This is an optimization exercise on Yosys and OpenROAD, whose aim is small area, a short achievable clock period and few clock cycles per item, not a production implementation. Only simulation tests tie the RTL to the original design; equivalence was not proved. Power and IR drop assume default switching activity.

### flow/run.sh
#!/bin/bash
# synth_recipe.tcl (not shown) runs the flow's synth.tcl, then flattens the netlist and writes it again
# the make line also repeats each setting of config.mk as NAME=value (left out here)
make -C /OpenROAD-flow-scripts/flow DESIGN_CONFIG=/design/flow/config.mk WORK_HOME=/design/flow/orfs CLKGATE_MAP_FILE= SYNTH_SCRIPT=/design/flow/synth_recipe.tcl finish
### flow/config.mk
export PLATFORM = sky130hd
export DESIGN_NAME = gomoku_top
export DESIGN_NICKNAME = gomoku_top
export VERILOG_FILES = /design/flow/design.v
export SDC_FILE = /design/flow/constraint.sdc
export NUM_CORES = 4
export LEC_CHECK = 0
export ABC_CLOCK_PERIOD_IN_PS = 3000
export CAP_MARGIN = 20
export CORE_MARGIN = 2
export CORE_UTILIZATION = 30
export CTS_BUF_LIST = sky130_fd_sc_hd__clkbuf_16
export CTS_CLUSTER_DIAMETER = 80
export CTS_CLUSTER_SIZE = 25
export SETUP_SLACK_MARGIN = 5
export SLEW_MARGIN = 20
### flow/constraint.sdc
create_clock -name core_clock -period 8.0 [get_ports {clock}]
set_input_delay 1.6000 -clock core_clock [delete_from_list [all_inputs] [get_ports {clock}]]
set_output_delay 1.6000 -clock core_clock [all_outputs]
set_load 0.01 [all_outputs]
### flow/design.v
`timescale 1ns/100ps
package gomoku_pkg;
    typedef enum logic [1:0] {
        EMPTY = 2'b00,
        BLACK = 2'b01,   
        WHITE = 2'b10    
    } cell_t;
    typedef union packed {
        struct packed {
            logic [32-2*4-1:0] rsvd;
            logic [4-1:0]           row;   
            logic [4-1:0]           col;
        } move;                                     
        struct packed {
            logic [32-3:0] rsvd;
            logic               new_game;
            logic               pass;
        } ctrl;                                     
    } reg_word_u;
    typedef struct packed {
        logic [16:0] rsvd;
        logic [8:0]  move_count;   
        logic        last_ok;      
        cell_t       winner;
        cell_t       turn;
        logic        busy;         
    } status_t;
endpackage
`timescale 1ns/100ps
module gomoku_regs (
    input  logic                      clock,
    input  logic                      rst,
    input  logic [5-1:0]        awaddr,
    input  logic                      awvalid,
    output logic                      awready,
    input  logic [32-1:0]        wdata,
    input  logic                      wvalid,
    output logic                      wready,
    output logic                      bvalid,
    output logic [1:0]                bresp,
    input  logic                      bready,
    input  logic [5-1:0]        araddr,
    input  logic                      arvalid,
    output logic                      arready,
    output logic                      rvalid,
    output logic [32-1:0]        rdata,
    output logic [1:0]                rresp,
    input  logic                      rready,
    input  gomoku_pkg::cell_t         pt,         
    input  logic                      five,
    output logic                      clear,        
    output logic                      wr_en,        
    output logic                      diag,
    output logic [3:0][4:0]    s1,
    output logic                      neg1,
    output logic [3:0][4:0]    s2,
    output logic                      hi2,
    output logic [4-1:0]       pick_row,     
    output logic [4-1:0]       last_row,
    output logic [4-1:0]       last_col,
    output logic                      white,        
    output logic                      won
);
    gomoku_pkg::reg_word_u wv;
    logic                  ready;
    logic                  wr_fire;
    logic                  ar_fire;
    logic                  mv_fire;
    logic                  sel_fire;
    logic                  ng_fire;
    logic                  pass_fire;
    logic                  lines;       
    logic                  placed;      
    logic                  five_hv;
    logic                  last_ok;
    logic [8:0]            move_count;
    logic [4-1:0]   cell_row;
    logic [4-1:0]   cell_col;
    logic                  rsel_st;     
    logic [14:0]           rd_q;
    logic [8:0]            count_nx;
    gomoku_pkg::cell_t     cell_q;
    logic [4:0]     sum;
    logic [4:0]     dif;
    assign wv = wdata;
    assign awready = ready;
    assign wready  = ready;
    assign bresp   = 2'b00;
    assign arready = !rvalid;
    assign rresp   = 2'b00;
    assign wr_fire   = awvalid && wvalid && ready;
    assign ar_fire   = arvalid && !rvalid;
    assign mv_fire   = wr_fire && awaddr == 5'h00;
    assign sel_fire  = wr_fire && awaddr == 5'h08;
    assign ng_fire   = wr_fire && awaddr == 5'h04 && wv.ctrl.new_game;
    assign pass_fire = wr_fire && awaddr == 5'h04 && wv.ctrl.pass && !wv.ctrl.new_game;
    assign sum = {1'b0, last_row} + {1'b0, last_col};
    assign dif = {1'b0, last_col} - {1'b0, last_row};
    assign pick_row = lines ? last_row : cell_row;
    assign wr_en    = placed;
    always_ff @(posedge clock) begin
        if (rst) begin
            ready  <= 1'b1;
            bvalid <= 1'b0;
            rvalid <= 1'b0;
            lines  <= 1'b0;
            diag   <= 1'b0;
        end else begin
            ready  <= !wr_fire && !(bvalid && !bready) && !lines;
            bvalid <= wr_fire || (bvalid && !bready);
            rvalid <= ar_fire || (rvalid && !rready);
            lines  <= mv_fire;
            diag   <= lines;
        end
    end
    always_ff @(posedge clock) begin
        clear <= rst || ng_fire;
    end
    always_ff @(posedge clock) begin
        if (rst) begin
            last_row <= '0;
            last_col <= '0;
            cell_row <= '0;
            cell_col <= '0;
        end else begin
            if (mv_fire) begin
                last_row <= wv.move.row;
                last_col <= wv.move.col;
            end
            if (sel_fire) begin
                cell_row <= wv.move.row;
                cell_col <= wv.move.col;
            end
        end
    end
    always_ff @(posedge clock) begin
        for (int q = 0; q < 4; q++) begin
            if (rst) begin
                s1[q] <= '0;
            end else if (mv_fire || sel_fire) begin
                s1[q] <= {1'b0, wv.move.col};
            end else if (lines) begin
                s1[q] <= {1'b0, dif[4-1:0]} + (4+1)'(q);
            end else begin
                s1[q] <= {1'b0, cell_col};
            end
            if (mv_fire) begin
                s2[q] <= {1'b0, wv.move.row};
            end else begin
                s2[q] <= {1'b0, sum[4-1:0]} - (4+1)'(q);
            end
        end
        neg1 <= dif[4];
        hi2  <= sum[4];
    end
    always_ff @(posedge clock) begin
        if (rst) begin
            placed <= 1'b0;
        end else begin
            placed <= lines && pt == gomoku_pkg::EMPTY && !won;
        end
        five_hv <= five;   
    end
    assign count_nx = move_count + 9'(placed);
    always_ff @(posedge clock) begin
        if (rst || ng_fire) begin
            white      <= 1'b0;
            won        <= 1'b0;
            last_ok    <= 1'b0;
            move_count <= '0;
        end else begin
            if (diag) begin
                last_ok <= placed;
            end
            move_count <= count_nx;
            if (placed) begin
                if (five_hv || five) begin
                    won <= 1'b1;   
                end else begin
                    white <= !white;
                end
            end
            if (pass_fire && !won) begin
                white <= !white;
            end
        end
    end
    always_ff @(posedge clock) begin
        cell_q <= (rst || clear) ? gomoku_pkg::EMPTY : pt;
        if (!rvalid) begin
            rsel_st <= araddr == 5'h0C;
            case (araddr)
                5'h00:     rd_q <= {7'b0, last_row, last_col};
                5'h08: rd_q <= {7'b0, cell_row, cell_col};
                5'h0C:   rd_q <= {count_nx, diag ? placed : last_ok, 5'b0};
                5'h10:     rd_q <= {13'b0, cell_q};
                default:       rd_q <= '0;
            endcase
        end
    end
    assign rdata = {17'b0, rd_q[14:5],
                    rd_q[4:1] | {4{rsel_st}} & {won && white, won && !white, white, !white},
                    rd_q[0]};
endmodule
`timescale 1ns/100ps
module board_store (
    input  logic                                   clock,
    input  logic                                   clear,       
    input  logic                                   wr_en,       
    input  logic [4-1:0]                    wr_row,
    input  logic [4-1:0]                    wr_col,
    input  logic                                   wr_white,
    input  logic [16-1:0][4-1:0]    k1,
    input  logic [16-1:0][4-1:0]    k2,
    output logic [16-1:0]                  p1_b,
    output logic [16-1:0]                  p1_w,
    output logic [16-1:0]                  p2_b,
    output logic [16-1:0]                  p2_w
);
    logic [16-1:0][16-1:0] bl;   
    logic [16-1:0][16-1:0] wh;
    logic [16-1:0]                 row_b;
    logic [16-1:0]                 row_w;
    logic [16-1:0]                 col_hit;
    always_comb begin
        for (int i = 0; i < 16; i++) begin
            row_b[i]   = wr_en && !wr_white && wr_row == 4'(i);
            row_w[i]   = wr_en && wr_white && wr_row == 4'(i);
            col_hit[i] = wr_col == 4'(i);
        end
    end
    always_ff @(posedge clock) begin
        for (int i = 0; i < 16; i++) begin
            for (int j = 0; j < 16; j++) begin
                bl[i][j] <= !clear && (bl[i][j] || (row_b[i] && col_hit[j]));
                wh[i][j] <= !clear && (wh[i][j] || (row_w[i] && col_hit[j]));
            end
        end
    end
    always_comb begin
        for (int i = 0; i < 16; i++) begin
            p1_b[i] = bl[i][k1[i]];
            p1_w[i] = wh[i][k1[i]];
            p2_b[i] = bl[k2[i]][i];
            p2_w[i] = wh[k2[i]][i];
        end
    end
endmodule
`timescale 1ns/100ps
module win_checker (
    input  logic                                   diag,       
    input  logic [3:0][4:0]                 s1,         
    input  logic                                   neg1,       
    input  logic [3:0][4:0]                 s2,         
    input  logic                                   hi2,        
    input  logic [4-1:0]                    row,        
    input  logic [4-1:0]                    col,
    input  logic                                   white,      
    input  logic [16-1:0]                  p1_b,
    input  logic [16-1:0]                  p1_w,
    input  logic [16-1:0]                  p2_b,
    input  logic [16-1:0]                  p2_w,
    output logic [16-1:0][4-1:0]    k1,
    output logic [16-1:0][4-1:0]    k2,
    output logic                                   five
);
    logic [16-1:0] ok1;
    logic [16-1:0] ok2;
    logic [16-1:0] line1;
    logic [16-1:0] line2;
    logic                  five1;
    logic                  five2;
    function automatic logic [2:0] add_m(input logic [2:0] t, input int m);
        case (m)
            0: add_m = {t[2], t[1], t[0]};
            1: add_m = {t[2] || (t[1] && t[0]), t[1] ^ t[0], !t[0]};
            2: add_m = {t[2] || t[1], !t[1], t[0]};
            default: add_m = {t[2] || t[1] || t[0], !(t[1] ^ t[0]), !t[0]};
        endcase
    endfunction
    function automatic logic [2:0] sub_m(input logic [2:0] t, input int m);
        case (m)
            0: sub_m = {t[2], t[1], t[0]};
            1: sub_m = {t[2] || (!t[1] && !t[0]), !(t[1] ^ t[0]), !t[0]};
            2: sub_m = {t[2] || !t[1], !t[1], t[0]};
            default: sub_m = {t[2] || !(t[1] && t[0]), t[1] ^ t[0], !t[0]};
        endcase
    endfunction
    always_comb begin
        for (int i = 0; i < 16; i++) begin
            logic [2:0] h1;
            logic [2:0] h2;
            h1 = add_m(s1[i % 4][4:2], i / 4);
            h2 = sub_m(s2[i % 4][4:2], i / 4);
            k1[i]  = {diag ? h1[1:0] : s1[i % 4][3:2], s1[i % 4][1:0]};
            k2[i]  = {diag ? h2[1:0] : s2[i % 4][3:2], s2[i % 4][1:0]};
            ok1[i] = !diag || h1[2] == neg1;
            ok2[i] = !diag || h2[2] == hi2;
        end
    end
    always_comb begin
        for (int i = 0; i < 16; i++) begin
            line1[i] = (ok1[i] && (white ? p1_w[i] : p1_b[i])) || row == 4'(i);
            line2[i] = (ok2[i] && (white ? p2_w[i] : p2_b[i])) || col == 4'(i);
        end
    end
    always_comb begin
        five1 = 1'b0;
        five2 = 1'b0;
        for (int s = 0; s + 5 <= 16; s++) begin
            five1 = five1 || &line1[s+:5];
            five2 = five2 || &line2[s+:5];
        end
    end
    assign five = five1 || five2;
endmodule
`timescale 1ns/100ps
module status_display (
    input  logic                clock,
    input  logic                rst,
    input  logic [4-1:0] last_row,
    input  logic [4-1:0] last_col,
    input  logic                white,    
    input  logic                won,
    output logic [6:0]          hex0,     
    output logic [6:0]          hex1,     
    output logic [7:0]          ledr,
    output logic [7:0]          ledg
);
    localparam logic [16*7-1:0] SEGS = {
        7'b0001110, 7'b0000110, 7'b0100001, 7'b1000110,    
        7'b0000011, 7'b0001000, 7'b0010000, 7'b0000000,    
        7'b1111000, 7'b0000010, 7'b0010010, 7'b0011001,    
        7'b0110000, 7'b0100100, 7'b1111001, 7'b1000000};   
    always_ff @(posedge clock) begin
        if (rst) begin
            hex1 <= SEGS[6:0];
            hex0 <= SEGS[6:0];
        end else begin
            hex1 <= SEGS[7*last_row +: 7];
            hex0 <= SEGS[7*last_col +: 7];
        end
    end
    assign ledr = {won && !white, 6'b0, !won && !white};
    assign ledg = {!won && white, 6'b0, won && white};
endmodule
`timescale 1ns/100ps
module gomoku_top (
    input  logic               clock,
    input  logic               rst,
    input  logic [5-1:0] awaddr,
    input  logic               awvalid,
    output logic               awready,
    input  logic [32-1:0] wdata,
    input  logic               wvalid,
    output logic               wready,
    output logic               bvalid,
    output logic [1:0]         bresp,
    input  logic               bready,
    input  logic [5-1:0] araddr,
    input  logic               arvalid,
    output logic               arready,
    output logic               rvalid,
    output logic [32-1:0] rdata,
    output logic [1:0]         rresp,
    input  logic               rready,
    output logic [6:0]         hex0,
    output logic [6:0]         hex1,
    output logic [7:0]         ledr,
    output logic [7:0]         ledg
);
    logic                                 clear;
    logic                                 wr_en;
    logic                                 diag;
    logic [3:0][4:0]               s1;
    logic [3:0][4:0]               s2;
    logic                                 neg1;
    logic                                 hi2;
    logic [4-1:0]                  pick_row;
    logic [4-1:0]                  last_row;
    logic [4-1:0]                  last_col;
    logic                                 white;
    logic                                 won;
    logic                                 five;
    gomoku_pkg::cell_t                    pt;
    logic [16-1:0][4-1:0]  k1;
    logic [16-1:0][4-1:0]  k2;
    logic [16-1:0]                p1_b;
    logic [16-1:0]                p1_w;
    logic [16-1:0]                p2_b;
    logic [16-1:0]                p2_w;
    assign pt = gomoku_pkg::cell_t'({p1_w[pick_row], p1_b[pick_row]});
    gomoku_regs u_regs (
        .clock, .rst,
        .awaddr, .awvalid, .awready, .wdata, .wvalid, .wready,
        .bvalid, .bresp, .bready,
        .araddr, .arvalid, .arready, .rvalid, .rdata, .rresp, .rready,
        .pt, .five, .clear, .wr_en, .diag, .s1, .neg1, .s2, .hi2,
        .pick_row, .last_row, .last_col, .white, .won
    );
    board_store u_board (
        .clock, .clear, .wr_en,
        .wr_row (last_row),
        .wr_col (last_col),
        .wr_white (white),
        .k1, .k2, .p1_b, .p1_w, .p2_b, .p2_w
    );
    win_checker u_check (
        .diag, .s1, .neg1, .s2, .hi2,
        .row (last_row),
        .col (last_col),
        .white, .p1_b, .p1_w, .p2_b, .p2_w,
        .k1, .k2, .five
    );
    status_display u_disp (
        .clock, .rst,
        .last_row, .last_col, .white, .won, .hex0, .hex1, .ledr, .ledg
    );
endmodule
==> results of run 1 <==
-- worst register-to-register path, cell delays in order (launching register included) --
cell,delay (ps)
sky130_fd_sc_hd__dfxtp_4,440
sky130_fd_sc_hd__buf_16,220
sky130_fd_sc_hd__buf_4,190
sky130_fd_sc_hd__mux4_2,540
sky130_fd_sc_hd__mux2i_1,520
sky130_fd_sc_hd__a32o_1,260
sky130_fd_sc_hd__o31a_1,160
sky130_fd_sc_hd__o21bai_1,190
sky130_fd_sc_hd__a211oi_2,140
sky130_fd_sc_hd__o22ai_2,180
sky130_fd_sc_hd__buf_4,150
sky130_fd_sc_hd__nand4_2,90
sky130_fd_sc_hd__o21ai_2,170
sky130_fd_sc_hd__mux2i_1,190
-- state kept, by name, indices dropped and copies added (netlist names), 2 cells and up --
signal and cells:
u_regs.last_col 4, u_regs.rd_q 15, u_regs.cell_row 4, u_regs.s1 17
u_regs.last_row 4, u_disp.hex1 7, u_board.bl 256, u_board.wh 256
u_disp.hex0 7, u_regs.move_count 9, u_regs.cell_q 2, u_regs.cell_col 4
u_regs.s2 17
-- repair_timing --
action,4_1_cts,5_1_grt
gates resized for setup,206,75
setup endpoints to repair,119,53
setup buffers,74,41
pin swaps,19,22
gates cloned,13,1
-- metal layers --
layer  wire [µm]  share of wire [%]  track usage (%)  vias to the layer above
met4        6730                5.7             11.2                        2
li1            -                  -                -                    11300
met3       14200                 12             5.49                      350
met2       50100                 42             31.2                     1814
met1       47000                 40             28.9                    12800
met5          14              0.012                0                        -
-- cell usage in the layout, fill, tap and decap left out, types with 25 or more instances in the layout --
cell | synthesis | final
sky130_fd_sc_hd__a21oi_1 | 598 | 596
sky130_fd_sc_hd__nand2_1 | 109 | 106
sky130_fd_sc_hd__buf_12 | 3 | 30
sky130_fd_sc_hd__mux2i_1 | 101 | 89
sky130_fd_sc_hd__dlygate4sd2_1 | 0 | 30
sky130_fd_sc_hd__mux2_2 | 25 | 25
sky130_fd_sc_hd__clkbuf_16 | 0 | 39
sky130_fd_sc_hd__nor2_1 | 666 | 653
sky130_fd_sc_hd__xnor2_1 | 27 | 25
sky130_fd_sc_hd__conb_1 | 1 | 33
sky130_fd_sc_hd__dfxtp_1 | 600 | 575
sky130_fd_sc_hd__xor2_1 | 31 | 25
sky130_fd_sc_hd__ha_1 | 44 | 38
sky130_fd_sc_hd__o21ai_0 | 41 | 31
sky130_fd_sc_hd__buf_4 | 56 | 137
sky130_fd_sc_hd__mux4_2 | 264 | 264
sky130_fd_sc_hd__nand3_1 | 31 | 30
sky130_fd_sc_hd__inv_1 | 36 | 37
-- path summary, 6_finish.rpt --
check | slack (ps) | end | cells after the start | start
setup / recovery | 4510 | u_regs.white | 13 | u_regs.s2[15]
hold / removal | 490 | u_regs.cell_row[3] | 2 | u_regs.cell_row[3]
setup reg to reg | 4510 | u_regs.white | 13 | u_regs.s2[15]
hold reg to reg | 490 | u_regs.cell_row[3] | 2 | u_regs.cell_row[3]
-- kinds of logic after synthesis --
kind of cell / Yosys count / share of synthesized area [%]
mux: 397 / 24.0
other cells: 1 / 0.0121
buf+inv: 365 / 5.73
compound gates: 778 / 13.9
simple gates: 919 / 12.3
flops: 616 / 40.4
xor+xnor: 61 / 1.80
fa+ha+maj: 46 / 1.91
-- final cells by class --
type,instances,area [µm²]
Sequential cell,616,12600
Clock buffer,38,951
Timing Repair Buffer,267,3040
Timing Repair inverter,1,8.76
Multi-Input combinational cell,2234,17400
Tap cell,1368,1710
Clock inverter,16,179
Fill cell,10200,66000
Inverter,39,188
-- power breakdown --
part | total (µW) | internal (µW) | switching, µW | leakage (µW)
logic | 184 | 63.6 | 120 | 0.00720
clock network | 2040 | 920 | 1120 | 0.000567
registers | 3100 | 3080 | 16.7 | 0.00502
total | 5320 | 4060 | 1260 | 0.0128
-- through the flow --
| step | setup slack (ps) | hold slack, ps | std cells | power [µW] | util (%) |
|---|---|---|---|---|---|
| 6_report | 4510 | 487 | 4579 | 5320 | 35.3 |
| 5_1_grt | 4550 | 509 | 4579 | 5460 | 35.3 |
| 4_1_cts | 4660 | 482 | 4537 | 5340 | 34.6 |
| 3_5_place_dp | 3670 | 472 | 4396 | 3330 | 31.8 |
| 3_3_place_gp | 3650 | 460 | 4396 | 3330 | 31.8 |
| 2_1_floorplan | 4940 | 445 | 3215 | 3290 | - |
==> reports/qor.json, run 1 <==
{
  "run_status": {"value": "finished clean"},
  "path_delay_family": {"value": "multiplexers"},
  "synth.top_cells.by_area": {"value": "sky130_fd_sc_hd__dfxtp_1 39%, sky130_fd_sc_hd__mux4_2 19%, sky130_fd_sc_hd__a21oi_1 9.7%"},
  "hold_buffers": {"value": 0},
  "number_of_i_o_pins": {"value": 120},
  "synth.most_common_cell": {"value": "sky130_fd_sc_hd__nor2_1"},
  "grt_pass1_wl": {"value": 169000, "unit": "µm"},
  "htree_num_levels": {"value": 2},
  "timing.final.max_slew_violations": {"value": 0},
  "rsz0062_at_grt": {"value": "yes"},
  "post_route_design_area": {"value": 0.0360, "unit": "mm²"},
  "global_route.usage.total": {"value": 21.3, "unit": "%"},
  "ys.warnings.count": {"value": 4},
  "synth_area": {"value": 0.0309, "unit": "mm²"},
  "p_per_area": {"value": 148, "unit": "mW/mm²"},
  "worstSkewPairLatency": {"value": 600, "unit": "ps"},
  "wl": {"value": 118000, "unit": "µm"},
  "clk_root_buffer_cell": {"value": "sky130_fd_sc_hd__clkbuf_16"},
  "die_y": {"value": 325, "unit": "µm"},
  "layout-drive-gt1-share": {"value": 21.5, "unit": "%"},
  "place.port_buffers": {"value": 62},
  "final.min_clock_period": {"value": 3490, "unit": "ps"},
  "design.final.nets": {"value": 3288},
  "ratio_of_routed_vias_to_standard_cells": {"value": 5.75},
  "worstSetupStartpointType": {"value": "register"},
  "ys_ff_latch": {"value": 616},
  "drt_iter0_drc": {"value": 4029},
  "worstMarginPinSlew": {"value": 1340, "unit": "ps"},
  "max_cap_violations": {"value": 0},
  "setup_viol": {"value": 0},
  "synth_largest_area_cell": {"value": "sky130_fd_sc_hd__dfxtp_1"},
  "pin_count_of_the_biggest_net_entering_global_routing": {"value": 224},
  "yosysSeqAreaShare": {"value": 40.4, "unit": "%"},
  "cts_made_buffers": {"value": 34},
  "max-vdd-ir-drop": {"value": 0.140, "unit": "mV"},
  "routed_wire_length_per_instance": {"value": 25.8, "unit": "µm"},
  "synth-edff-count": {"value": 16},
  "worst-setup-path-type": {"value": "register to register"},
  "area_growth": {"value": 16.5, "unit": "%"},
  "synthDominantCellAreaShare": {"value": 38.9, "unit": "%"},
  "worst-endpoint-required": {"value": 8510, "unit": "ps"},
  "clock_tree_from_tritoncts": {"value": "yes"},
  "peak_freq": {"value": 0.286, "unit": "GHz"},
  "grt.overflow.total": {"value": 0},
  "async_set_or_reset_flop_fraction_in_the_synthesized_netlist": {"value": 0, "unit": "%"},
  "period_share": {"value": 43.7, "unit": "%"},
  "placedInstanceArea": {"value": 0.0324, "unit": "mm²"},
  "cts-root-to-sink-buffers": {"value": 3},
  "synthesis.instances": {"value": 3183},
  "synth_area_per_cell": {"value": 9.71, "unit": "µm²"},
  "cts.sink_count": {"value": 616},
  "critical-path-max-stage-delay": {"value": 540, "unit": "ps"},
  "routabilityCongestion": {"value": 0.981},
  "diodes": {"value": 0},
  "floorplan.die.width": {"value": 325, "unit": "µm"},
  "crit_buf_inv": {"value": 3},
  "initial_antenna_violation_count": {"value": 1},
  "route.vias.total": {"value": 26300},
  "hpwlAfterDp": {"value": 72300, "unit": "µm"},
  "fp-row-count": {"value": 117},
  "timing.critical_path.slowest_stage_cell": {"value": "sky130_fd_sc_hd__mux4_2"},
  "timing.clock.skew": {"value": 24.3, "unit": "ps"},
  "die_area": {"value": 0.106, "unit": "mm²"},
  "list_of_cells_traversed_by_the_critical_path": {"value": "buf_16, buf_4, mux4_2, mux2i_1, a32o_1, o31a_1, o21bai_1, a211oi_2, o22ai_2, buf_4, nand4_2, o21ai_2, mux2i_1"},
  "maxSlewHeadroom": {"value": 10.4, "unit": "%"},
  "dominantRegCellSynth": {"value": "sky130_fd_sc_hd__dfxtp_1"},
  "crit_path_capture_type": {"value": "register"},
  "starting_utilization_of_the_core_area": {"value": 30.3, "unit": "%"},
  "cts.clk_slew.worst_paths": {"value": 90, "unit": "ps"},
  "fin_tns_setup": {"value": 0, "unit": "ps"},
  "timing_hold_violations_final": {"value": 0},
  "remaining_drc_errors": {"value": 0},
  "critical_path.max_fanout": {"value": 18},
  "coreArea": {"value": 0.102, "unit": "mm²"},
  "number_of_global_route_vias_before_repair": {"value": 24100},
  "total_leakage_power": {"value": 0.0128, "unit": "µW"},
  "critical_path_arrival": {"value": 4010, "unit": "ps"},
  "synth.top_cells.by_count": {"value": "666 x sky130_fd_sc_hd__nor2_1, 600 x sky130_fd_sc_hd__dfxtp_1, 598 x sky130_fd_sc_hd__a21oi_1"},
  "detail-route-antenna-nets": {"value": 0},
  "worstHoldPathType": {"value": "register to register"},
  "drt_pre_antenna_iters": {"value": 7},
  "yosys.cell_types.count": {"value": 88}
}
Testbench counts, summed over its fixed seeds: cycles 17,312, moves 3,200.
==> run 2: changes to the inputs <==
--- a/flow/config.mk
+++ b/flow/config.mk
@@ -14,3 +14,4 @@
 export CTS_CLUSTER_SIZE = 25
 export SETUP_SLACK_MARGIN = 5
 export SLEW_MARGIN = 20
+export TNS_END_PERCENT = 12
==> run 2 against run 1 <==
Effect of this change: clock-buffer cell count is 7 lower; setup slack better by 91 ps; synthesized area stayed put; sequential cell count stayed put.
==> reports/qor.json, run 2 <==
{
  "run_status": {"value": "finished clean", "change": "unchanged"},
  "worstSkewPairLatency": {"value": 670, "unit": "ps", "change": "was 600 ps"},
  "initial_antenna_violation_count": {"value": 3, "change": "was 1"},
  "mostFrequentLayoutCell": {"value": "sky130_fd_sc_hd__nor2_1", "change": "unchanged"},
  "critical_path_arrival": {"value": 3960, "unit": "ps", "change": "was 4010 ps"},
  "fin_tns_setup": {"value": 0, "unit": "ps", "change": "unchanged"},
  "die_y": {"value": 325, "unit": "µm", "change": "unchanged"},
  "post_route_design_area": {"value": 0.0357, "unit": "mm²", "change": "was 0.0360 mm²"},
  "worstMarginPinSlew": {"value": 1140, "unit": "ps", "change": "was 1340 ps"},
  "remaining_drc_errors": {"value": 0, "change": "unchanged"},
  "hpwlAfterDp": {"value": 73000, "unit": "µm", "change": "was 72,300 µm"},
  "cts.sink_count": {"value": 616, "change": "unchanged"},
  "synth.top_cells.by_area": {"value": "sky130_fd_sc_hd__dfxtp_1 39%, sky130_fd_sc_hd__mux4_2 19%, sky130_fd_sc_hd__a21oi_1 9.7%", "change": "unchanged"},
  "dominantRegCellSynth": {"value": "sky130_fd_sc_hd__dfxtp_1", "change": "unchanged"},
  "critical_path.max_fanout": {"value": 6, "change": "was 18"},
  "total_leakage_power": {"value": 0.0125, "unit": "µW", "change": "was 0.0128 µW"},
  "place.port_buffers": {"value": 62, "change": "unchanged"},
  "synth_largest_area_cell": {"value": "sky130_fd_sc_hd__dfxtp_1", "change": "unchanged"},
  "coreArea": {"value": 0.102, "unit": "mm²", "change": "unchanged"},
  "layout_setup_ws": {"value": 4600, "unit": "ps", "change": "was 4510 ps"},
  "starting_utilization_of_the_core_area": {"value": 30.3, "unit": "%", "change": "unchanged"},
  "routabilityCongestion": {"value": 0.988, "change": "was 0.981"},
  "yosys.cell_types.count": {"value": 88, "change": "unchanged"},
  "routed_wire_length_per_instance": {"value": 25.5, "unit": "µm", "change": "was 25.8 µm"},
  "cts-root-to-sink-buffers": {"value": 3, "change": "unchanged"},
  "cell_internal_pwr": {"value": 3870, "unit": "µW", "change": "was 4060 µW"},
  "drt_pre_antenna_iters": {"value": 7, "change": "unchanged"},
  "placedInstanceArea": {"value": 0.0324, "unit": "mm²", "change": "about the same"},
  "whs": {"value": 493, "unit": "ps", "change": "was 487 ps"},
  "worst-setup-path-type": {"value": "register to register", "change": "unchanged"},
  "power.share.combinational": {"value": 3.8, "unit": "%", "change": "was 3.5%"},
  "grt.overflow.total": {"value": 0, "change": "unchanged"},
  "ratio_of_routed_vias_to_standard_cells": {"value": 5.76, "change": "was 5.75"},
  "die_area": {"value": 0.106, "unit": "mm²", "change": "unchanged"},
  "power.sequential.fraction": {"value": 60.7, "unit": "%", "change": "was 58.2%"},
  "finished_core_util": {"value": 34.9, "unit": "%", "change": "was 35.3%"},
  "most-common-layout-cells": {"value": "653 x sky130_fd_sc_hd__nor2_1, 596 x sky130_fd_sc_hd__a21oi_1, 577 x sky130_fd_sc_hd__dfxtp_1", "change": "was 653 x sky130_fd_sc_hd__nor2_1, 596 x sky130_fd_sc_hd__a21oi_1, 575 x sky130_fd_sc_hd__dfxtp_1"},
  "synthDominantCellAreaShare": {"value": 38.9, "unit": "%", "change": "unchanged"},
  "detail-route-antenna-nets": {"value": 0, "change": "unchanged"},
  "yosysSeqAreaShare": {"value": 40.4, "unit": "%", "change": "unchanged"},
  "crit_path_capture_type": {"value": "register", "change": "unchanged"},
  "worstSetupStartpointType": {"value": "register", "change": "unchanged"},
  "global_route.usage.total": {"value": 21.1, "unit": "%", "change": "was 21.3%"},
  "clkPwrFrac": {"value": 35.5, "unit": "%", "change": "was 38.4%"},
  "timing_hold_violations_final": {"value": 0, "change": "unchanged"},
  "maxSlewHeadroom": {"value": 23.6, "unit": "%", "change": "was 10.4%"},
  "worst-endpoint-required": {"value": 8550, "unit": "ps", "change": "was 8510 ps"},
  "clock_tree_from_tritoncts": {"value": "yes", "change": "unchanged"},
  "swShare": {"value": 24.0, "unit": "%", "change": "was 23.7%"},
  "design.final.nets": {"value": 3282, "change": "was 3,288"},
  "async_set_or_reset_flop_fraction_in_the_synthesized_netlist": {"value": 0, "unit": "%", "change": "unchanged"},
  "drt_iter0_drc": {"value": 4186, "change": "was 4,029"},
  "rsz0062_at_grt": {"value": "yes", "change": "unchanged"},
  "period_share": {"value": 42.5, "unit": "%", "change": "was 43.7%"},
  "worstHoldPathType": {"value": "register to register", "change": "unchanged"},
  "p_per_area": {"value": 143, "unit": "mW/mm²", "change": "was 148 mW/mm²"},
  "max-vdd-ir-drop": {"value": 0.147, "unit": "mV", "change": "was 0.140 mV"},
  "ys.warnings.count": {"value": 4, "change": "unchanged"},
  "ys_ff_latch": {"value": 616, "change": "unchanged"},
  "synthesis.instances": {"value": 3183, "change": "unchanged"},
  "final.min_clock_period": {"value": 3400, "unit": "ps", "change": "was 3490 ps"},
  "power.switching": {"value": 1220, "unit": "µW", "change": "was 1260 µW"},
  "setup_viol": {"value": 0, "change": "unchanged"},
  "wl": {"value": 117000, "unit": "µm", "change": "was 118,000 µm"},
  "top_registers": {"value": "u_board.bl: 256 flops, u_board.wh: 256 flops", "change": "unchanged"},
  "synth.most_common_cell": {"value": "sky130_fd_sc_hd__nor2_1", "change": "unchanged"},
  "timing.clock.skew": {"value": 30.4, "unit": "ps", "change": "was 24.3 ps"},
  "route.vias.total": {"value": 26300, "change": "about the same"},
  "clk_root_buffer_cell": {"value": "sky130_fd_sc_hd__clkbuf_16", "change": "unchanged"},
  "cts.clk_slew.worst_paths": {"value": 100, "unit": "ps", "change": "was 90 ps"},
  "max_cap_violations": {"value": 0, "change": "unchanged"},
  "synth_area_per_cell": {"value": 9.71, "unit": "µm²", "change": "unchanged"},
  "timing.final.max_slew_violations": {"value": 0, "change": "unchanged"},
  "number_of_i_o_pins": {"value": 120, "change": "unchanged"},
  "area_growth": {"value": 15.4, "unit": "%", "change": "was 16.5%"},
  "synth.top_cells.by_count": {"value": "666 x sky130_fd_sc_hd__nor2_1, 600 x sky130_fd_sc_hd__dfxtp_1, 598 x sky130_fd_sc_hd__a21oi_1", "change": "unchanged"},
  "fp-row-count": {"value": 117, "change": "unchanged"},
  "synth-edff-count": {"value": 16, "change": "unchanged"},
  "number_of_global_route_vias_before_repair": {"value": 24200, "change": "was 24.1k"},
  "htree_num_levels": {"value": 1, "change": "was 2"},
  "cts_made_buffers": {"value": 31, "change": "was 34"},
  "synth_area": {"value": 0.0309, "unit": "mm²", "change": "unchanged"},
  "layout-drive-gt1-share": {"value": 20.9, "unit": "%", "change": "was 21.5%"},
  "peak_freq": {"value": 0.294, "unit": "GHz", "change": "was 0.286 GHz"},
  "post-place-ws": {"value": 3350, "unit": "ps", "change": "was 3670 ps"},
  "pin_count_of_the_biggest_net_entering_global_routing": {"value": 209, "change": "was 224"},
  "floorplan.die.width": {"value": 325, "unit": "µm", "change": "unchanged"},
  "grt_pass1_wl": {"value": 168000, "unit": "µm", "change": "was 169,000 µm"}
}
==> run 2: area by class of cell <==
class                      instances  area (µm²)
antenna                            1        2.50
clock buffer                      31         776
clock inverter                    16         133
fill                           10300       66400
inverter                          39         181
multi-input combinational       2235       17300
sequential                       616       12500
tap                             1368        1710
timing repair buffer             263        2980
timing repair inverter             1        8.76
==> run 2: stage by stage <==
stage                     power, µW  cells
after CTS                      5100   4516
after global placement         3330   4397
final                          5100   4570
after detailed placement       3330   4397
after floorplan                3290   3215
after global routing           5230   4569
==> run 2: worst max-delay path, stage by stage (launching register included) <==
cell,delay (ps)
sky130_fd_sc_hd__dfxtp_4,470
sky130_fd_sc_hd__buf_16,130
sky130_fd_sc_hd__buf_4,210
sky130_fd_sc_hd__buf_4,190
sky130_fd_sc_hd__mux4_2,350
sky130_fd_sc_hd__mux4_2,600
sky130_fd_sc_hd__a211oi_1,220
sky130_fd_sc_hd__a21oi_1,90
sky130_fd_sc_hd__a21oi_2,210
sky130_fd_sc_hd__a211oi_1,100
sky130_fd_sc_hd__o22ai_2,200
sky130_fd_sc_hd__nand4b_1,190
sky130_fd_sc_hd__o31a_1,320
==> run 2: per-layer routing <==
layer / up-vias / GRT usage [%] / routed length (µm)
met3: 335 / 4.45 / 13500
met5: - / 0 / 23
met4: 4 / 9.93 / 6510
met1: 13000 / 29.0 / 46100
met2: 1674 / 31.6 / 50400
li1: 11300 / - / -
==> run 2: timing repair <==
item                                    4_1_cts  5_1_grt
endpoints found under the setup margin      589      162
gates cloned                                  9        4
hold buffers                                  0        0
pin swaps                                    12       13
buffers inserted                             63       49
resized for setup                           186       60
==> run 2: worst paths after layout <==
kind	from	cells after the start	slack (ps)	to
worst max register to register	u_regs.white	12	4600	u_regs.won
worst max-delay path	u_regs.white	12	4600	u_regs.won
worst min register to register	u_board.wh[142]	2	490	u_board.wh[142]
worst min-delay path	u_board.wh[142]	2	490	u_board.wh[142]
==> run 2: kinds of logic (layout without fill, tap and decap cells) <==
group | after synthesis | in the layout | synth area share, %
AND/OR/NAND/NOR | 919 | 920 | 12.3
buffers and inverters | 365 | 350 | 5.73
other | 1 | 34 | 0.0121
multiplexers | 397 | 397 | 24.0
flip-flops | 616 | 616 | 40.4
XOR/XNOR | 61 | 61 | 1.80
adder cells (fa/ha/maj) | 46 | 46 | 1.91
AO/OA/AOI/OAI | 778 | 778 | 13.9
==> run 2: power by group through the flow <==
stage | Clock (µW) | Combinational [µW] | Sequential [µW]
2_1_floorplan | 0 | 126 | 3160
3_3_place_gp | 0 | 163 | 3170
3_5_place_dp | 0 | 163 | 3170
4_1_cts | 1830 | 179 | 3090
5_1_grt | 1930 | 202 | 3090
6_report | 1810 | 191 | 3090
==> run 3: changes to the inputs <==
--- a/flow/config.mk
+++ b/flow/config.mk
@@ -14,4 +14,4 @@
 export CTS_CLUSTER_SIZE = 25
 export SETUP_SLACK_MARGIN = 5
 export SLEW_MARGIN = 20
-export TNS_END_PERCENT = 12
+export TNS_END_PERCENT = 25
==> run 3 against run 2 <==
Effect of this change: global-route usage stayed put; clock-buffer cell count stayed put; non-clock buffer count is 5 lower; sequential share of layout area hardly changed; synthesized cell count stayed put; hold slack hardly changed; core utilization hardly changed; die area stayed put; wire length hardly changed; critical path type unchanged; first-iteration DRC count is 2.8% higher.
==> reports/qor.json, run 3 <==
{
  "async_set_or_reset_flop_fraction_in_the_synthesized_netlist": {"value": 0, "unit": "%", "change": "unchanged"},
  "timing_hold_violations_final": {"value": 0, "change": "unchanged"},
  "routed-wl-met3": {"value": 14000, "unit": "µm", "change": "was 13,500 µm"},
  "total_leakage_power": {"value": 0.0125, "unit": "µW", "change": "about the same"},
  "worstSkewPairLatency": {"value": 670, "unit": "ps", "change": "about the same"},
  "power.sequential.fraction": {"value": 60.7, "unit": "%", "change": "about the same"},
  "place.port_buffers": {"value": 62, "change": "unchanged"},
  "critical_path.max_fanout": {"value": 4, "change": "was 6"},
  "layout.cells.non_filler": {"value": 4565, "change": "was 4,570"},
  "coreArea": {"value": 0.102, "unit": "mm²", "change": "unchanged"},
  "run_status": {"value": "finished clean", "change": "unchanged"},
  "p_per_area": {"value": 143, "unit": "mW/mm²", "change": "about the same"},
  "pin_count_of_the_biggest_net_entering_global_routing": {"value": 209, "change": "unchanged"},
  "routabilityCongestion": {"value": 0.988, "change": "unchanged"},
  "number_of_global_route_vias_before_repair": {"value": 24200, "change": "unchanged"},
  "synthesis.instances": {"value": 3183, "change": "unchanged"},
  "routed_wire_length_per_instance": {"value": 25.5, "unit": "µm", "change": "about the same"},
  "critical_path_arrival": {"value": 3960, "unit": "ps", "change": "about the same"},
  "post_route_design_area": {"value": 0.0357, "unit": "mm²", "change": "about the same"},
  "remaining_drc_errors": {"value": 0, "change": "unchanged"},
  "route.vias.total": {"value": 26300, "change": "about the same"},
  "number_of_i_o_pins": {"value": 120, "change": "unchanged"},
  "die_area": {"value": 0.106, "unit": "mm²", "change": "unchanged"},
  "mostFrequentLayoutCell": {"value": "sky130_fd_sc_hd__nor2_1", "change": "unchanged"},
  "power.switching": {"value": 1220, "unit": "µW", "change": "about the same"},
  "synth_largest_area_cell": {"value": "sky130_fd_sc_hd__dfxtp_1", "change": "unchanged"},
  "global_route.usage.total": {"value": 21.1, "unit": "%", "change": "unchanged"},
  "starting_utilization_of_the_core_area": {"value": 30.3, "unit": "%", "change": "unchanged"},
  "max-vdd-ir-drop": {"value": 0.146, "unit": "mV", "change": "was 0.147 mV"},
  "drt_pre_antenna_iters": {"value": 6, "change": "was 7"},
  "max_cap_violations": {"value": 0, "change": "unchanged"},
  "clk_root_buffer_cell": {"value": "sky130_fd_sc_hd__clkbuf_16", "change": "unchanged"},
  "yosys.cell_types.count": {"value": 88, "change": "unchanged"},
  "cts.clk_slew.worst_paths": {"value": 100, "unit": "ps", "change": "about the same"},
  "drt_iter0_drc": {"value": 4305, "change": "was 4,186"},
  "synth.top_cells.by_area": {"value": "sky130_fd_sc_hd__dfxtp_1 39%, sky130_fd_sc_hd__mux4_2 19%, sky130_fd_sc_hd__a21oi_1 9.7%", "change": "unchanged"},
  "final.min_clock_period": {"value": 3410, "unit": "ps", "change": "was 3400 ps"},
  "yosysSeqAreaShare": {"value": 40.4, "unit": "%", "change": "unchanged"},
  "fp-row-count": {"value": 117, "change": "unchanged"},
  "power.share.combinational": {"value": 3.8, "unit": "%", "change": "about the same"},
  "synthDominantCellAreaShare": {"value": 38.9, "unit": "%", "change": "unchanged"},
  "ys.warnings.count": {"value": 4, "change": "unchanged"},
  "area_growth": {"value": 15.4, "unit": "%", "change": "about the same"},
  "setup_viol": {"value": 0, "change": "unchanged"},
  "placedInstanceArea": {"value": 0.0324, "unit": "mm²", "change": "unchanged"},
  "m1WireLength": {"value": 45800, "unit": "µm", "change": "was 46,100 µm"},
  "design.final.nets": {"value": 3277, "change": "was 3,282"},
  "hold_buffers": {"value": 0, "change": "unchanged"},
  "grt.overflow.total": {"value": 0, "change": "unchanged"},
  "synth_area": {"value": 0.0309, "unit": "mm²", "change": "unchanged"},
  "cts_made_buffers": {"value": 31, "change": "unchanged"},
  "cts.sink_count": {"value": 616, "change": "unchanged"},
  "rsz0062_at_grt": {"value": "yes", "change": "unchanged"},
  "worstHoldPathType": {"value": "register to register", "change": "unchanged"},
  "initial_antenna_violation_count": {"value": 3, "change": "unchanged"},
  "maxSlewHeadroom": {"value": 22.1, "unit": "%", "change": "was 23.6%"},
  "clkPwrFrac": {"value": 35.5, "unit": "%", "change": "about the same"},
  "synth-edff-count": {"value": 16, "change": "unchanged"},
  "report.power.total": {"value": 5090, "unit": "µW", "change": "was 5100 µW"},
  "synth.top_cells.by_count": {"value": "666 x sky130_fd_sc_hd__nor2_1, 600 x sky130_fd_sc_hd__dfxtp_1, 598 x sky130_fd_sc_hd__a21oi_1", "change": "unchanged"},
  "hpwlAfterDp": {"value": 73000, "unit": "µm", "change": "unchanged"},
  "layout-drive-gt1-share": {"value": 21.1, "unit": "%", "change": "was 20.9%"},
  "floorplan.die.width": {"value": 325, "unit": "µm", "change": "unchanged"},
  "crit_path_capture_type": {"value": "register", "change": "unchanged"},
  "worst-endpoint-required": {"value": 8550, "unit": "ps", "change": "about the same"},
  "max_layer_used": {"value": "met5", "change": "unchanged"},
  "timing.clock.skew": {"value": 36.0, "unit": "ps", "change": "was 30.4 ps"},
  "grt_pass1_wl": {"value": 168000, "unit": "µm", "change": "unchanged"},
  "detail-route-antenna-nets": {"value": 0, "change": "unchanged"},
  "ys_ff_latch": {"value": 616, "change": "unchanged"},
  "peak_freq": {"value": 0.294, "unit": "GHz", "change": "about the same"},
  "htree_num_levels": {"value": 1, "change": "unchanged"},
  "timing.final.max_slew_violations": {"value": 0, "change": "unchanged"},
  "post-place-cells": {"value": 4397, "change": "unchanged"},
  "period_share": {"value": 42.6, "unit": "%", "change": "was 42.5%"},
  "most-common-layout-cells": {"value": "653 x sky130_fd_sc_hd__nor2_1, 596 x sky130_fd_sc_hd__a21oi_1, 574 x sky130_fd_sc_hd__dfxtp_1", "change": "was 653 x sky130_fd_sc_hd__nor2_1, 596 x sky130_fd_sc_hd__a21oi_1, 577 x sky130_fd_sc_hd__dfxtp_1"},
  "synth_area_per_cell": {"value": 9.71, "unit": "µm²", "change": "unchanged"},
  "synth.most_common_cell": {"value": "sky130_fd_sc_hd__nor2_1", "change": "unchanged"},
  "dr_wl_met2": {"value": 50300, "unit": "µm", "change": "was 50,400 µm"},
  "wl": {"value": 116000, "unit": "µm", "change": "was 117,000 µm"},
  "die_y": {"value": 325, "unit": "µm", "change": "unchanged"},
  "fin_tns_setup": {"value": 0, "unit": "ps", "change": "unchanged"},
  "top_registers": {"value": "u_board.bl: 256 flops, u_board.wh: 256 flops", "change": "unchanged"},
  "cell_internal_pwr": {"value": 3870, "unit": "µW", "change": "about the same"},
  "clock_tree_from_tritoncts": {"value": "yes", "change": "unchanged"},
  "dominantRegCellSynth": {"value": "sky130_fd_sc_hd__dfxtp_1", "change": "unchanged"},
  "worstSetupStartpointType": {"value": "register", "change": "unchanged"},
  "ratio_of_routed_vias_to_standard_cells": {"value": 5.77, "change": "was 5.76"},
  "cts-root-to-sink-buffers": {"value": 3, "change": "unchanged"},
  "worst-setup-path-type": {"value": "register to register", "change": "unchanged"},
  "swShare": {"value": 24.0, "unit": "%", "change": "about the same"},
  "worstMarginPinSlew": {"value": 1170, "unit": "ps", "change": "was 1140 ps"}
}
==> run 3: worst max-delay path, cell delays in order, from the launching register on <==
cell and delay, ps:
sky130_fd_sc_hd__dfxtp_4 460, sky130_fd_sc_hd__buf_16 130, sky130_fd_sc_hd__buf_12 140, sky130_fd_sc_hd__buf_16 130, sky130_fd_sc_hd__buf_4 110, sky130_fd_sc_hd__mux4_2 340
sky130_fd_sc_hd__mux4_2 570, sky130_fd_sc_hd__nor2_2 130, sky130_fd_sc_hd__a2111oi_2 50, sky130_fd_sc_hd__nor2_2 210, sky130_fd_sc_hd__o21a_1 150, sky130_fd_sc_hd__a221oi_2 40
sky130_fd_sc_hd__a32o_2 260, sky130_fd_sc_hd__nand4b_1 230, sky130_fd_sc_hd__o31a_1 320
==> run 3: cell families (layout without fill, tap and decap cells) <==
group / Yosys count / count (layout) / synth area share (%)
other: 1 / 34 / 0.0121
adders and majority gates: 46 / 46 / 1.91
muxes: 397 / 397 / 24.0
buffers and inverters: 365 / 345 / 5.73
AOI/OAI and AO/OA: 778 / 778 / 13.9
DFF: 616 / 616 / 40.4
xor gates and xnor gates: 61 / 61 / 1.80
and+or+nand+nor: 919 / 920 / 12.3
==> run 3: path summary, 6_finish.rpt <==
| kind | end | depth (start not counted) | startpoint | slack [ps] |
|---|---|---|---|---|
| max | u_regs.won | 14 | u_regs.white | 4590 |
| min | u_board.wh[142] | 2 | u_board.wh[142] | 490 |
| max reg2reg | u_regs.won | 14 | u_regs.white | 4590 |
| min reg2reg | u_board.wh[142] | 2 | u_board.wh[142] | 490 |
==> run 3: what timing repair did <==
| item | CTS | global route |
|---|---|---|
| gates resized for setup | 190 | 71 |
| setup buffers | 63 | 44 |
| pin swaps | 12 | 12 |
| endpoints found under the setup margin | 589 | 158 |
| cloned | 9 | 4 |
==> run 3: metal layers <==
metal  up-vias  global-route usage (%)
met5         -                       0
met4         4                    9.93
met3       324                    4.45
met2      1759                    31.6
met1     13000                    29.0
li1      11300                       -
==> run 3: cell type report <==
type | instances | area (µm²)
timing repair inverter | 1 | 8.76
inverter | 39 | 181
sequential | 616 | 12600
tap | 1368 | 1710
fill | 10300 | 66400
multi-input combinational | 2235 | 17400
clock buffer | 31 | 776
clock inverter | 16 | 133
antenna | 1 | 2.50
timing repair buffer | 258 | 2950
==> run 3: stage by stage <==
stage	utilization (%)	hold WS, ps	setup WS, ps
after detailed placement	31.8	468	3350
after floorplan	-	445	4860
final	35.0	494	4590
after global routing	35.0	502	4590
after CTS	34.2	494	4610
after global placement	31.7	455	3410
==> run 3: power groups by stage <==
stage / Combinational [µW] / Clock [µW] / Sequential, µW
floorplan: 126 / 0 / 3160
global placement: 163 / 0 / 3170
detailed placement: 163 / 0 / 3170
CTS: 179 / 1830 / 3090
global route: 202 / 1930 / 3100
finish: 191 / 1810 / 3090
==> run 4: changes to the inputs <==
--- a/flow/config.mk
+++ b/flow/config.mk
@@ -6,12 +6,12 @@
 export NUM_CORES = 4
 export LEC_CHECK = 0
 export ABC_CLOCK_PERIOD_IN_PS = 3000
-export CAP_MARGIN = 20
+export CAP_MARGIN = 35
 export CORE_MARGIN = 2
 export CORE_UTILIZATION = 30
 export CTS_BUF_LIST = sky130_fd_sc_hd__clkbuf_16
 export CTS_CLUSTER_DIAMETER = 80
 export CTS_CLUSTER_SIZE = 25
 export SETUP_SLACK_MARGIN = 5
-export SLEW_MARGIN = 20
-export TNS_END_PERCENT = 25
+export SLEW_MARGIN = 35
+export TNS_END_PERCENT = 5
==> run 4 against run 3 <==
Effect of this change: clock skew fell by 9.2 ps; first-iteration DRC count fell by 7.4%; hold slack got worse by 4.1 ps; clock-buffer cell count did not move; largest power group unchanged; sequential power barely moved; die area did not move; clock power barely moved; via count fell by 0.18%; fmax rose by 1.5%; the layout now fails its checks (capacitance limit, slew limit); setup slack improved by 50 ps; combinational power fell by 4%; wire length fell by 0.51%.
==> reports/qor.json, run 4 <==
{
  "synth.most_common_cell": {"value": "sky130_fd_sc_hd__nor2_1", "change": "unchanged"},
  "max_cap_violations": {"value": 1, "change": "was 0"},
  "fp-row-count": {"value": 117, "change": "unchanged"},
  "global_route.usage.total": {"value": 21.0, "unit": "%", "change": "was 21.1%"},
  "total_leakage_power": {"value": 0.0122, "unit": "µW", "change": "was 0.0125 µW"},
  "causes_of_the_check_failure": {"value": "capacitance limit, slew limit"},
  "worstSkewPairLatency": {"value": 650, "unit": "ps", "change": "was 670 ps"},
  "hpwlAfterDp": {"value": 73000, "unit": "µm", "change": "about the same"},
  "dominantRegCellSynth": {"value": "sky130_fd_sc_hd__dfxtp_1", "change": "unchanged"},
  "synth_area_per_cell": {"value": 9.71, "unit": "µm²", "change": "unchanged"},
  "grt.overflow.total": {"value": 0, "change": "unchanged"},
  "synth.top_cells.by_area": {"value": "sky130_fd_sc_hd__dfxtp_1 39%, sky130_fd_sc_hd__mux4_2 19%, sky130_fd_sc_hd__a21oi_1 9.7%", "change": "unchanged"},
  "p_per_area": {"value": 145, "unit": "mW/mm²", "change": "was 143 mW/mm²"},
  "yosysSeqAreaShare": {"value": 40.4, "unit": "%", "change": "unchanged"},
  "layout_setup_ws": {"value": 4640, "unit": "ps", "change": "was 4590 ps"},
  "starting_utilization_of_the_core_area": {"value": 30.3, "unit": "%", "change": "unchanged"},
  "place.port_buffers": {"value": 62, "change": "unchanged"},
  "die_area": {"value": 0.106, "unit": "mm²", "change": "unchanged"},
  "clock_tree_from_tritoncts": {"value": "yes", "change": "unchanged"},
  "path_delay_family": {"value": "multiplexers", "change": "unchanged"},
  "final.min_clock_period": {"value": 3360, "unit": "ps", "change": "was 3410 ps"},
  "synthDominantCellAreaShare": {"value": 38.9, "unit": "%", "change": "unchanged"},
  "wl": {"value": 116000, "unit": "µm", "change": "about the same"},
  "synthesis.instances": {"value": 3183, "change": "unchanged"},
  "number_of_i_o_pins": {"value": 120, "change": "unchanged"},
  "cts.clk_slew.worst_paths": {"value": 100, "unit": "ps", "change": "about the same"},
  "number_of_global_route_vias_before_repair": {"value": 23900, "change": "was 24.2k"},
  "fin_tns_setup": {"value": 0, "unit": "ps", "change": "unchanged"},
  "maxSlewHeadroom": {"value": -1.32, "unit": "%", "change": "was 22.1%"},
  "worstHoldPathCells": {"value": 2, "change": "unchanged"},
  "worst-endpoint-required": {"value": 8530, "unit": "ps", "change": "was 8550 ps"},
  "cts-root-to-sink-buffers": {"value": 3, "change": "unchanged"},
  "hold_start": {"value": "u_regs.cell_row[3]", "change": "was u_board.wh[142]"},
  "worst-setup-path-type": {"value": "register to register", "change": "unchanged"},
  "placedInstanceArea": {"value": 0.0325, "unit": "mm²", "change": "was 0.0324 mm²"},
  "design.final.nets": {"value": 3245, "change": "was 3,277"},
  "timing.hold.worst_endpoint": {"value": "u_regs.cell_row[3]", "change": "was u_board.wh[142]"},
  "crit_path_capture_type": {"value": "register", "change": "unchanged"},
  "routabilityCongestion": {"value": 1.01, "change": "was 0.988"},
  "timing.clock.skew": {"value": 26.7, "unit": "ps", "change": "was 36.0 ps"},
  "post-place-cells": {"value": 4398, "change": "was 4,397"},
  "synth.top_cells.by_count": {"value": "666 x sky130_fd_sc_hd__nor2_1, 600 x sky130_fd_sc_hd__dfxtp_1, 598 x sky130_fd_sc_hd__a21oi_1", "change": "unchanged"},
  "most-common-layout-cells": {"value": "651 x sky130_fd_sc_hd__nor2_1, 597 x sky130_fd_sc_hd__a21oi_1, 574 x sky130_fd_sc_hd__dfxtp_1", "change": "was 653 x sky130_fd_sc_hd__nor2_1, 596 x sky130_fd_sc_hd__a21oi_1, 574 x sky130_fd_sc_hd__dfxtp_1"},
  "crit-reg2reg-capture": {"value": "u_regs.won", "change": "unchanged"},
  "synth-edff-count": {"value": 16, "change": "unchanged"},
  "worstSetupStartpointType": {"value": "register", "change": "unchanged"},
  "max-vdd-ir-drop": {"value": 0.150, "unit": "mV", "change": "was 0.146 mV"},
  "yosys.cell_types.count": {"value": 88, "change": "unchanged"},
  "synth_area": {"value": 0.0309, "unit": "mm²", "change": "unchanged"},
  "ff2ff_path_depth": {"value": 12, "change": "was 14"},
  "die_y": {"value": 325, "unit": "µm", "change": "unchanged"},
  "layout-drive-gt1-share": {"value": 19.6, "unit": "%", "change": "was 21.1%"},
  "layout.cells.non_filler": {"value": 4533, "change": "was 4,565"},
  "ys_ff_latch": {"value": 616, "change": "unchanged"},
  "area_growth": {"value": 13.7, "unit": "%", "change": "was 15.4%"},
  "timing.final.max_slew_violations": {"value": 19, "change": "was 0"},
  "critical_path_arrival": {"value": 3890, "unit": "ps", "change": "was 3960 ps"},
  "mostFrequentLayoutCell": {"value": "sky130_fd_sc_hd__nor2_1", "change": "unchanged"},
  "crit_buf_inv": {"value": 3, "change": "was 4"},
  "routed_wire_length_per_instance": {"value": 25.6, "unit": "µm", "change": "was 25.5 µm"},
  "critical-path-max-stage-delay": {"value": 570, "unit": "ps", "change": "about the same"},
  "route.vias.total": {"value": 26300, "change": "about the same"},
  "floorplan.die.width": {"value": 325, "unit": "µm", "change": "unchanged"},
  "cts.sink_count": {"value": 616, "change": "unchanged"},
  "period_share": {"value": 41.9, "unit": "%", "change": "was 42.6%"},
  "async_set_or_reset_flop_fraction_in_the_synthesized_netlist": {"value": 0, "unit": "%", "change": "unchanged"},
  "drt_pre_antenna_iters": {"value": 5, "change": "was 6"},
  "grt_pass1_wl": {"value": 168000, "unit": "µm", "change": "about the same"},
  "htree_num_levels": {"value": 1, "change": "unchanged"},
  "post-place-ws": {"value": 3640, "unit": "ps", "change": "was 3350 ps"},
  "rsz0062_at_grt": {"value": "yes", "change": "unchanged"},
  "synth_largest_area_cell": {"value": "sky130_fd_sc_hd__dfxtp_1", "change": "unchanged"},
  "clk_root_buffer_cell": {"value": "sky130_fd_sc_hd__clkbuf_16", "change": "unchanged"},
  "detail-route-antenna-nets": {"value": 0, "change": "unchanged"},
  "setup_viol": {"value": 0, "change": "unchanged"},
  "post_route_design_area": {"value": 0.0351, "unit": "mm²", "change": "was 0.0357 mm²"},
  "initial_antenna_violation_count": {"value": 6, "change": "was 3"},
  "remaining_drc_errors": {"value": 0, "change": "unchanged"},
  "ratio_of_routed_vias_to_standard_cells": {"value": 5.80, "change": "was 5.77"},
  "r2r-start": {"value": "u_regs.s2[15]", "change": "was u_regs.white"},
  "pin_count_of_the_biggest_net_entering_global_routing": {"value": 212, "change": "was 209"},
  "peak_freq": {"value": 0.298, "unit": "GHz", "change": "was 0.294 GHz"},
  "timing_hold_violations_final": {"value": 0, "change": "unchanged"},
  "worstMarginPinSlew": {"value": 1520, "unit": "ps", "change": "was 1170 ps"},
  "drt_iter0_drc": {"value": 3987, "change": "was 4,305"},
  "coreArea": {"value": 0.102, "unit": "mm²", "change": "unchanged"},
  "top_registers": {"value": "u_board.bl: 256 flops, u_board.wh: 256 flops", "change": "unchanged"},
  "list_of_cells_traversed_by_the_critical_path": {"value": "buf_8, buf_12, buf_16, mux4_2, mux4_2, nor2_2, a2111oi_2, nor2_2, o32ai_2, a32o_2, nand4b_1, o31a_1", "change": "was buf_16, buf_12, buf_16, buf_4, mux4_2, mux4_2, nor2_2, a2111oi_2, nor2_2, o21a_1, a221oi_2, a32o_2, nand4b_1, o31a_1"},
  "run_status": {"value": "finished with violations", "change": "was finished clean"},
  "reg2reg_setup_slack": {"value": 4640, "unit": "ps", "change": "was 4590 ps"},
  "critical_path.max_fanout": {"value": 6, "change": "was 4"},
  "cts_made_buffers": {"value": 30, "change": "was 31"},
  "ys.warnings.count": {"value": 4, "change": "unchanged"},
  "worstHoldPathType": {"value": "register to register", "change": "unchanged"},
  "timing.critical_path.slowest_stage_cell": {"value": "sky130_fd_sc_hd__mux4_2", "change": "unchanged"}
}
[run 4: cell count changes in the layout (fill, tap and decap cells not counted), sizes merged, moves of 2 or more]
cell,before,now
buf,198,162
bufinv,0,2
clkdlybuf4s50,46,55
dlygate4sd2,0,6
dlymetal6s2s,6,0
inv,46,43
[run 4: layout make-up]
type | instances | area, µm²
fillers | 10300 | 66900
multi-input cells | 2235 | 17300
flip-flops and latches | 616 | 12600
repair buffers | 228 | 2490
well taps | 1368 | 1710
clock buffers | 31 | 776
inverters | 39 | 168
clock inverters | 14 | 140
diodes | 2 | 5.00
[run 4: tightest hold or removal path, cell delays in order, from the launching register on]
cell                      delay, ps
sky130_fd_sc_hd__dfxtp_1        340
sky130_fd_sc_hd__nand2_1         60
sky130_fd_sc_hd__a21oi_1         50
[run 4: what timing repair did]
action,CTS,global route
buffers inserted,60,19
cloned,6,2
resized for setup,125,56
setup endpoints to repair,71,100
pin swaps,12,18
hold buffers,0,0
[run 4: cells by family (layout without fill, tap and decap cells)]
group | count (synthesis) | after routing | synth area share (%)
buffers and inverters | 365 | 312 | 5.73
DFF | 616 | 616 | 40.4
other | 1 | 35 | 0.0121
AOI/OAI and AO/OA | 778 | 778 | 13.9
xor gates and xnor gates | 61 | 61 | 1.80
adders and majority gates | 46 | 46 | 1.91
muxes | 397 | 397 | 24.0
and+or+nand+nor | 919 | 920 | 12.3
[run 4: worst max path at each step]
| stage | from | end | cells past startpoint |
|---|---|---|---|
| floorplan | awaddr[1] | u_regs.last_col[1] | 6 |
| global placement | u_regs.s2[10] | u_regs.won | 10 |
| detailed placement | u_regs.s2[15] | u_regs.won | 10 |
| CTS | u_regs.s2[15] | u_regs.won | 12 |
| global route | u_regs.s2[10] | u_regs.won | 13 |
| finish | u_regs.s2[15] | u_regs.won | 12 |
[run 4: per-layer routing]
metal | part of all wire [%] | wire, µm | up-vias | global-route usage (%)
li1 | - | - | 11200 | -
met1 | 39 | 45500 | 12900 | 29.1
met2 | 43 | 50100 | 1833 | 31.2
met3 | 12 | 14200 | 285 | 4.63
met4 | 5.2 | 6080 | 8 | 9.71
met5 | 0.033 | 38 | - | 0
[run 4: power by group]
group | switching (µW) | total (µW) | internal [µW]
clock | 1050 | 1820 | 776
sequential | 16.4 | 3100 | 3080
combinational | 118 | 183 | 65.3
total | 1180 | 5100 | 3920
[run 4: stage by stage]
step                      power, µW  util [%]  hold WS, ps
after floorplan                3290         -          445
after global placement         3330      31.8          460
after detailed placement       3330      31.8          471
after CTS                      5120      34.0          490
after global routing           5250      34.4          511
final                          5100      34.4          490
==> run 5: changes to the inputs <==
==> flow/config.mk (replaced) <==
export PLATFORM = sky130hd
export DESIGN_NAME = gomoku_top
export DESIGN_NICKNAME = gomoku_top
export VERILOG_FILES = /design/flow/design.v
export SDC_FILE = /design/flow/constraint.sdc
export NUM_CORES = 4
export LEC_CHECK = 0
export ABC_CLOCK_PERIOD_IN_PS = 2000
export CAP_MARGIN = 20
export CORE_MARGIN = 2
export CORE_UTILIZATION = 30
export CTS_BUF_LIST = sky130_fd_sc_hd__clkbuf_16
export CTS_CLUSTER_DIAMETER = 100
export CTS_CLUSTER_SIZE = 30
export SETUP_SLACK_MARGIN = 5
export SLEW_MARGIN = 20
==> run 5 against run 4 <==
Effect of this change: the run now finishes clean; combinational power about the same; sequential power is essentially flat; clock skew decreased by 3.5 ps; cell area is 2.2% higher; die area stayed put; synthesized cell count did not move; setup slack worse by 120 ps; sequential cell count unchanged.
==> reports/qor.json, run 5 <==
{
  "final.min_clock_period": {"value": 3470, "unit": "ps", "change": "was 3360 ps"},
  "detail-route-antenna-nets": {"value": 0, "change": "unchanged"},
  "htree_num_levels": {"value": 1, "change": "unchanged"},
  "hpwlAfterDp": {"value": 72300, "unit": "µm", "change": "was 73,000 µm"},
  "fin_tns_setup": {"value": 0, "unit": "ps", "change": "unchanged"},
  "floorplan.die.width": {"value": 325, "unit": "µm", "change": "unchanged"},
  "layout_setup_ws": {"value": 4530, "unit": "ps", "change": "was 4640 ps"},
  "remaining_drc_errors": {"value": 0, "change": "unchanged"},
  "worst-setup-path-type": {"value": "register to register", "change": "unchanged"},
  "synth-edff-count": {"value": 16, "change": "unchanged"},
  "post-place-ws": {"value": 3670, "unit": "ps", "change": "was 3640 ps"},
  "maxSlewHeadroom": {"value": 15.6, "unit": "%", "change": "was -1.32%"},
  "rsz0062_at_grt": {"value": "yes", "change": "unchanged"},
  "global_route.usage.total": {"value": 21.2, "unit": "%", "change": "was 21.0%"},
  "run_status": {"value": "finished clean", "change": "was finished with violations"},
  "total_leakage_power": {"value": 0.0127, "unit": "µW", "change": "was 0.0122 µW"},
  "max_cap_violations": {"value": 0, "change": "was 1"},
  "pin_count_of_the_biggest_net_entering_global_routing": {"value": 224, "change": "was 212"},
  "worstHoldPathType": {"value": "register to register", "change": "unchanged"},
  "route.vias.total": {"value": 26400, "change": "was 26.3k"},
  "die_area": {"value": 0.106, "unit": "mm²", "change": "unchanged"},
  "number_of_global_route_vias_before_repair": {"value": 23900, "change": "about the same"},
  "peak_freq": {"value": 0.288, "unit": "GHz", "change": "was 0.298 GHz"},
  "initial_antenna_violation_count": {"value": 1, "change": "was 6"},
  "hold_buffers": {"value": 0, "change": "unchanged"},
  "design.final.nets": {"value": 3291, "change": "was 3,245"},
  "ys_ff_latch": {"value": 616, "change": "unchanged"},
  "ys.warnings.count": {"value": 4, "change": "unchanged"},
  "mostFrequentLayoutCell": {"value": "sky130_fd_sc_hd__nor2_1", "change": "unchanged"},
  "place.port_buffers": {"value": 62, "change": "unchanged"},
  "clk_root_buffer_cell": {"value": "sky130_fd_sc_hd__clkbuf_16", "change": "unchanged"},
  "critical_path.max_fanout": {"value": 12, "change": "was 6"},
  "synthesis.instances": {"value": 3183, "change": "unchanged"},
  "top_registers": {"value": "u_board.bl: 256 flops, u_board.wh: 256 flops", "change": "unchanged"},
  "dominantRegCellSynth": {"value": "sky130_fd_sc_hd__dfxtp_1", "change": "unchanged"},
  "max-vdd-ir-drop": {"value": 0.157, "unit": "mV", "change": "was 0.150 mV"},
  "synth.most_common_cell": {"value": "sky130_fd_sc_hd__nor2_1", "change": "unchanged"},
  "clock_tree_from_tritoncts": {"value": "yes", "change": "unchanged"},
  "coreArea": {"value": 0.102, "unit": "mm²", "change": "unchanged"},
  "critical_path_arrival": {"value": 3990, "unit": "ps", "change": "was 3890 ps"},
  "worstMarginPinSlew": {"value": 1270, "unit": "ps", "change": "was 1520 ps"},
  "timing.final.max_slew_violations": {"value": 0, "change": "was 19"},
  "most-common-layout-cells": {"value": "651 x sky130_fd_sc_hd__nor2_1, 596 x sky130_fd_sc_hd__a21oi_1, 575 x sky130_fd_sc_hd__dfxtp_1", "change": "was 651 x sky130_fd_sc_hd__nor2_1, 597 x sky130_fd_sc_hd__a21oi_1, 574 x sky130_fd_sc_hd__dfxtp_1"},
  "cts_made_buffers": {"value": 26, "change": "was 30"},
  "grt.overflow.total": {"value": 0, "change": "unchanged"},
  "routabilityCongestion": {"value": 0.981, "change": "was 1.01"},
  "timing_hold_violations_final": {"value": 0, "change": "unchanged"},
  "synth.top_cells.by_area": {"value": "sky130_fd_sc_hd__dfxtp_1 39%, sky130_fd_sc_hd__mux4_2 19%, sky130_fd_sc_hd__a21oi_1 9.7%", "change": "unchanged"},
  "drt_pre_antenna_iters": {"value": 8, "change": "was 5"}
}
## run 5: area by class of cell
class                           instances  area (µm²)  share of cell area (%)
Multi-Input combinational cell       2234       17400                    48.5
Sequential cell                       616       12600                    35.0
Timing Repair Buffer                  278        3150                    8.76
Tap cell                             1368        1710                    4.77
Clock buffer                           27         676                    1.88
Clock inverter                         15         188                   0.523
Inverter                               39         184                   0.512
Timing Repair inverter                  1        8.76                  0.0244
## run 5: per-layer routing
metal | GRT usage [%] | wire length (µm)
met4 | 10.9 | 6580
met3 | 5.07 | 15100
met1 | 28.8 | 45900
met2 | 31.1 | 50400
met5 | 0 | 13
## run 5: logic make-up (layout without fill, tap and decap cells)
kind of cell / Yosys count / after routing / synth area share [%]
simple gates: 919 / 919 / 12.3
compound gates: 778 / 778 / 13.9
flops: 616 / 616 / 40.4
mux: 397 / 397 / 24.0
buf+inv: 365 / 360 / 5.73
xor+xnor: 61 / 61 / 1.80
fa+ha+maj: 46 / 46 / 1.91
other cells: 1 / 33 / 0.0121
## run 5: timing repair
| action | in CTS | in global routing |
|---|---|---|
| resized for setup | 190 | 112 |
| setup endpoints to repair | 103 | 46 |
| setup buffers | 64 | 62 |
| pin swaps | 9 | 25 |
| cloned | 12 | 2 |
## run 5: worst paths after layout
kind / start / to / slack (ps) / depth (start not counted)
worst min register to register: u_regs.five_hv / u_regs.won / 490 / 1
worst max register to register: u_regs.white / u_regs.won / 4530 / 13
worst min-delay path: u_regs.five_hv / u_regs.won / 490 / 1
worst max-delay path: u_regs.white / u_regs.won / 4530 / 13
## run 5: worst max-delay path, cell delays in order (launching register included)
cell and delay [ps]:
sky130_fd_sc_hd__dfxtp_4 450, sky130_fd_sc_hd__buf_4 150, sky130_fd_sc_hd__buf_12 120, sky130_fd_sc_hd__buf_16 130, sky130_fd_sc_hd__buf_12 160, sky130_fd_sc_hd__mux4_2 360
sky130_fd_sc_hd__mux2i_1 490, sky130_fd_sc_hd__a32o_1 250, sky130_fd_sc_hd__o31a_1 160, sky130_fd_sc_hd__o21a_1 140, sky130_fd_sc_hd__a221oi_2 40, sky130_fd_sc_hd__a32o_2 280
sky130_fd_sc_hd__nand4b_1 270, sky130_fd_sc_hd__o31a_1 320
## run 5: through the flow
step                util, %  cell area (µm²)  hold slack [ps]  cells
floorplan                 -            31100              445   3215
global route           35.2            35900              510   4578
detailed placement     31.8            32400              472   4396
finish                 35.2            35900              489   4578
CTS                    34.1            34800              495   4514
global placement       31.8            32400              460   4396
## run 5: where the power goes
part	internal, µW	switching (µW)
sequential	3080	15.7
clock	731	1050
combinational	64.7	122
total	3880	1190

port drivers added, routing unchanged:
The flow's constraints put no driver on any port. The routed layouts listed below were extracted and timed again, unchanged, in two steps. Step 1, drivers: a clkbuf_16 drives clock and a buf_2 each remaining input, both assumed. Step 2 also shifts input and output timing later by t, the mid clock arrival at the registers, as if the neighbouring blocks saw the same clock. Three values: ideal, step 1, step 2; two values: the first two.
| run | shift t [ns] | setup WS [ns] | hold WS [ns] | worst setup path after step 2 |
|---|---|---|---|---|
| run 1 | 0.663 | 4.505 / 4.505 / 4.423 | 0.487 / 0.487 / 0.487 | input to register |
| run 2 | 0.721 | 4.596 / 4.556 / 4.121 | 0.493 / 0.493 / 0.493 | input to register |
| run 3 | 0.720 | 4.595 / 4.570 / 4.122 | 0.494 / 0.494 / 0.494 | input to register |
| run 4 | 0.708 | 4.645 / 4.609 / 4.257 | 0.490 / 0.490 / 0.490 | input to register |
| run 5 | 0.698 | 4.525 / 4.479 / 4.369 | 0.489 / 0.489 / 0.489 | input to register |
The setup slack of run 2, which loses most, moves by -0.040 ns with the drivers and by -0.475 ns with both steps.
